Context: an optimization exercise on an open-source flow, tuned for small area and a short achievable clock period. The choices shown serve that exercise and are no tape-out recipe. The RTL was checked by simulation tests, not by an equivalence proof against the original design. Power figures rest on the tool's default switching activity, not on a simulated workload.

==> flow/design.v <==
module vdma_lsram_sdp #(
  parameter int DATA_WIDTH = 32,
  parameter int ADDR_WIDTH = 7
) (
  input  logic                  clk_i,
  input  logic                  rst_i,
  input  logic                  shift_i,
  input  logic [DATA_WIDTH-1:0] wdata_i,
  input  logic                  re_i,
  input  logic [ADDR_WIDTH:0]   level_i,
  output logic [DATA_WIDTH-1:0] rdata_o
);
  localparam int ENTRIES = (1 << ADDR_WIDTH) - 1;
  logic [DATA_WIDTH-1:0] mem_q [ENTRIES];
  logic [DATA_WIDTH-1:0] rdata_q, rdata_d;
  logic [ENTRIES-1:0]    rsel_q, rsel_d;
  always_comb begin
    for (int i = 0; i < ENTRIES; i++) begin
      if (i == 0) rsel_d[i] = (level_i[ADDR_WIDTH:1] == '0) | (level_i == (ADDR_WIDTH+1)'(2));
      else        rsel_d[i] = (level_i == (ADDR_WIDTH+1)'(i + 2));
    end
  end
  for (genvar b = 0; b < DATA_WIDTH; b++) begin : g_bit
    logic [ENTRIES-1:0] col;
    for (genvar i = 0; i < ENTRIES; i++) begin : g_col
      assign col[i] = mem_q[i][b];
    end
    vdma_lsram_rd_slice #(.N(ENTRIES)) u_rd (
      .d_i   (col),
      .sel_i (rsel_q),
      .ld_i  (re_i),
      .q_i   (rdata_q[b]),
      .y_o   (rdata_d[b])
    );
  end
  always_ff @(posedge clk_i) begin
    if (shift_i) begin
      mem_q[0] <= wdata_i;
      for (int i = 1; i < ENTRIES; i++) mem_q[i] <= mem_q[i-1];
    end
    rsel_q <= rsel_d;
  end
  always_ff @(posedge clk_i or posedge rst_i) begin
    if (rst_i) rdata_q <= '0;
    else       rdata_q <= rdata_d;
  end
  assign rdata_o = rdata_q;
endmodule
module vdma_lsram_rd_slice #(
  parameter int N = 127
) (
  input  logic [N-1:0] d_i,
  input  logic [N-1:0] sel_i,
  input  logic         ld_i,
  input  logic         q_i,
  output logic         y_o
);
  localparam int G = N / 3;
  localparam int R = N - 3 * G;
  logic [G-1:0] t_n;
  logic         r_n;
  for (genvar g = 0; g < G; g++) begin : g_aoi
    vdma_lsram_aoi222 u_aoi (.a_i(d_i[3*g +: 3]), .b_i(sel_i[3*g +: 3]), .y_no(t_n[g]));
  end
  if (R > 0) begin : g_rest
    assign r_n = ~|(d_i[N-1:3*G] & sel_i[N-1:3*G]);
  end else begin : g_norest
    assign r_n = 1'b1;
  end
  assign y_o = ld_i ? ~(&t_n & r_n) : q_i;
endmodule
module vdma_lsram_aoi222 (
  input  logic [2:0] a_i,
  input  logic [2:0] b_i,
  output logic       y_no
);
  assign y_no = ~|(a_i & b_i);
endmodule
module vdma_lsram_fwft_fifo #(
  parameter int DATA_WIDTH    = 32,
  parameter int ADDR_WIDTH    = 7,
  parameter int AFULL_THRESH  = 2**ADDR_WIDTH - 4,
  parameter int AEMPTY_THRESH = 4
) (
  input  logic                  CLK,
  input  logic                  RESET,
  input  logic                  FLUSH,
  input  logic                  W_EN,
  input  logic [DATA_WIDTH-1:0] W_DATA,
  input  logic                  R_EN,
  output logic [DATA_WIDTH-1:0] R_DATA,
  output logic                  FULL,
  output logic                  EMPTY,
  output logic                  AFULL,
  output logic                  AEMPTY,
  output logic [ADDR_WIDTH:0]   LEVEL,
  output logic                  OVERFLOW,
  output logic                  UNDERFLOW
);
  localparam int               DEPTH    = 1 << ADDR_WIDTH;
  localparam int               LVL_W    = ADDR_WIDTH + 1;
  localparam logic [LVL_W-1:0] AFULL_L  = LVL_W'(AFULL_THRESH);
  localparam logic [LVL_W-1:0] AEMPTY_L = LVL_W'(AEMPTY_THRESH);
  logic [LVL_W-1:0]      level_q;
  logic                  valid_q, afull_q, aempty_q, ovf_q, ufl_q;
  logic                  full, push, pop, stored, refill, rd_load;
  logic [LVL_W-1:0]      level_d, level_nxt;
  logic                  afull_d, aempty_d;
  assign full    = level_q[ADDR_WIDTH];
  assign push    = W_EN & ~full;
  assign pop     = R_EN & valid_q;
  assign stored  = (level_q[LVL_W-1:1] != '0) | (level_q[0] & ~valid_q);
  assign refill  = stored & (~valid_q | R_EN);
  assign rd_load = ~valid_q | R_EN;
  always_comb begin
    level_d  = level_q;
    afull_d  = afull_q;
    aempty_d = aempty_q;
    if (push & ~pop) begin
      level_d  = level_q + 1'b1;
      afull_d  = (level_q >= AFULL_L - 1'b1);
      aempty_d = (level_q <= AEMPTY_L - 1'b1);
    end else if (pop & ~push) begin
      level_d  = level_q - 1'b1;
      afull_d  = (level_q >= AFULL_L + 1'b1);
      aempty_d = (level_q <= AEMPTY_L + 1'b1);
    end
  end
  assign level_nxt = FLUSH ? '0 : level_d;
  always_ff @(posedge CLK or posedge RESET) begin
    if (RESET) begin
      level_q  <= '0;
      valid_q  <= 1'b0;
      afull_q  <= 1'b0;
      aempty_q <= 1'b1;
      ovf_q    <= 1'b0;
      ufl_q    <= 1'b0;
    end else if (FLUSH) begin
      level_q  <= '0;
      valid_q  <= 1'b0;
      afull_q  <= 1'b0;
      aempty_q <= 1'b1;
      ovf_q    <= 1'b0;
      ufl_q    <= 1'b0;
    end else begin
      level_q  <= level_d;
      valid_q  <= refill | (valid_q & ~R_EN);
      afull_q  <= afull_d;
      aempty_q <= aempty_d;
      ovf_q    <= ovf_q | (W_EN & full);
      ufl_q    <= ufl_q | (R_EN & ~valid_q);
    end
  end
  vdma_lsram_sdp #(
    .DATA_WIDTH (DATA_WIDTH),
    .ADDR_WIDTH (ADDR_WIDTH)
  ) u_ram (
    .clk_i   (CLK),
    .rst_i   (RESET),
    .shift_i (push),
    .wdata_i (W_DATA),
    .re_i    (rd_load),
    .level_i (level_nxt),
    .rdata_o (R_DATA)
  );
  assign EMPTY     = ~valid_q;
  assign FULL      = full;
  assign AFULL     = afull_q;
  assign AEMPTY    = aempty_q;
  assign LEVEL     = level_q;
  assign OVERFLOW  = ovf_q;
  assign UNDERFLOW = ufl_q;
endmodule
clock: 4.5 ns
lec_check: 0
cap_margin: 20
core_margin: 2
core_utilization: 60
cts_cluster_diameter: 100
cts_cluster_size: 30
setup_slack_margin: 1.8
slew_margin: 20
synth_hierarchical: 1
run.sh (not shown) runs the stock make flow with config.mk's settings and CLKGATE_MAP_FILE= SYNTH_SCRIPT=/design/flow/synth_recipe.tcl, a recipe that flattens the netlist after the stock synthesis.
Rerun with:
PLACE_DENSITY = 0.72   (was not set)
SETUP_SLACK_MARGIN = 2.1   (was 1.8)
Outcome: Combinational power increases by 20%. Worst setup slack improves by 0.14 ns. Routed wire length decreases by about 4.3%.
Rerun with:
CORE_UTILIZATION = 65   (was 60)
PLACE_DENSITY = not set   (was 0.72)
SETUP_SLACK_MARGIN = 2.0   (was 2.1)
Effect:
- core utilization grows by 4.9 points
- worst hold slack is better by 0.0053 ns
- sequential share of layout area grows by 0.80 points
Rerun with:
CORE_UTILIZATION = 60   (was 65)
PLACE_DENSITY = 0.72   (was not set)
Result: Register-to-register slack improves by 0.13 ns; die area goes up by 8.3%; setup slack improves by 0.13 ns; cell area is about the same; first-iteration DRC count goes up by 7.3%; sequential share of layout area barely changes; cell count goes up by 1.4%; non-clock buffer count goes down by 64; global-route usage goes down by 4.8 points; combinational power goes down by 5.0%.
Rerun with:
SETUP_SLACK_MARGIN = 1.8   (was 2.0)
Outcome: Wire length is lower by 1.3%. Core utilization fell by 0.82 points. Synthesized cell count stays the same. Global-route usage fell by 0.28 points.
Rerun with:
PLACE_DENSITY = not set   (was 0.72)
SETUP_SLACK_MARGIN = 2.0   (was 1.8)
Total power grows by a few percent; worst setup slack is better by 0.13 ns; synthesized cell count does not change; cell count went up by a few percent; first-iteration DRC count is lower by roughly a tenth; clock-buffer cell count grows by 21; wire length increases by roughly a tenth; cell area came out higher slightly; die area stays the same.

afterwards: timing with drivers on the ports:
The results above use ideal ports. As a check the final layouts listed here were re-extracted and re-timed, cells and wires unchanged. Step 1: set_driving_cell puts a clkbuf_16 on CLK and a buf_2 on each other input, an assumption about the parent block. Step 2 moves the port delays by t, midway between the first and last clock arrival at a register: inputs arrive t later, outputs are due t later. That takes back most of the time a late clock gives input paths. a / b / c = no drivers / after step 1 / after step 2; a / b = the first two.
| run | t, ns | slack for setup (ns) | worst setup path after step 2 | clock arrival spread, ns |
|---|---|---|---|---|
| the first run | 0.956 | 1.683 / 1.683 / 0.892 | input to register | 0.044 / 0.044 |
| the second run | 0.955 | 1.826 / 1.743 / 0.789 | input to register | 0.049 / 0.049 |
| the third run | 0.942 | 1.701 / 1.701 / 0.964 | input to register | 0.041 / 0.041 |
| the fourth run | 0.966 | 1.834 / 1.755 / 0.940 | input to register | 0.042 / 0.042 |
| the fifth run | 0.969 | 1.684 / 1.624 / 0.655 | input to register | 0.055 / 0.054 |
| the sixth run | 0.955 | 1.812 / 1.794 / 1.041 | input to register | 0.045 / 0.046 |
After both steps every run listed still meets setup and hold. For the second run, which loses most, drivers alone change the setup slack by -0.083 ns; drivers and shift together by -1.037 ns.
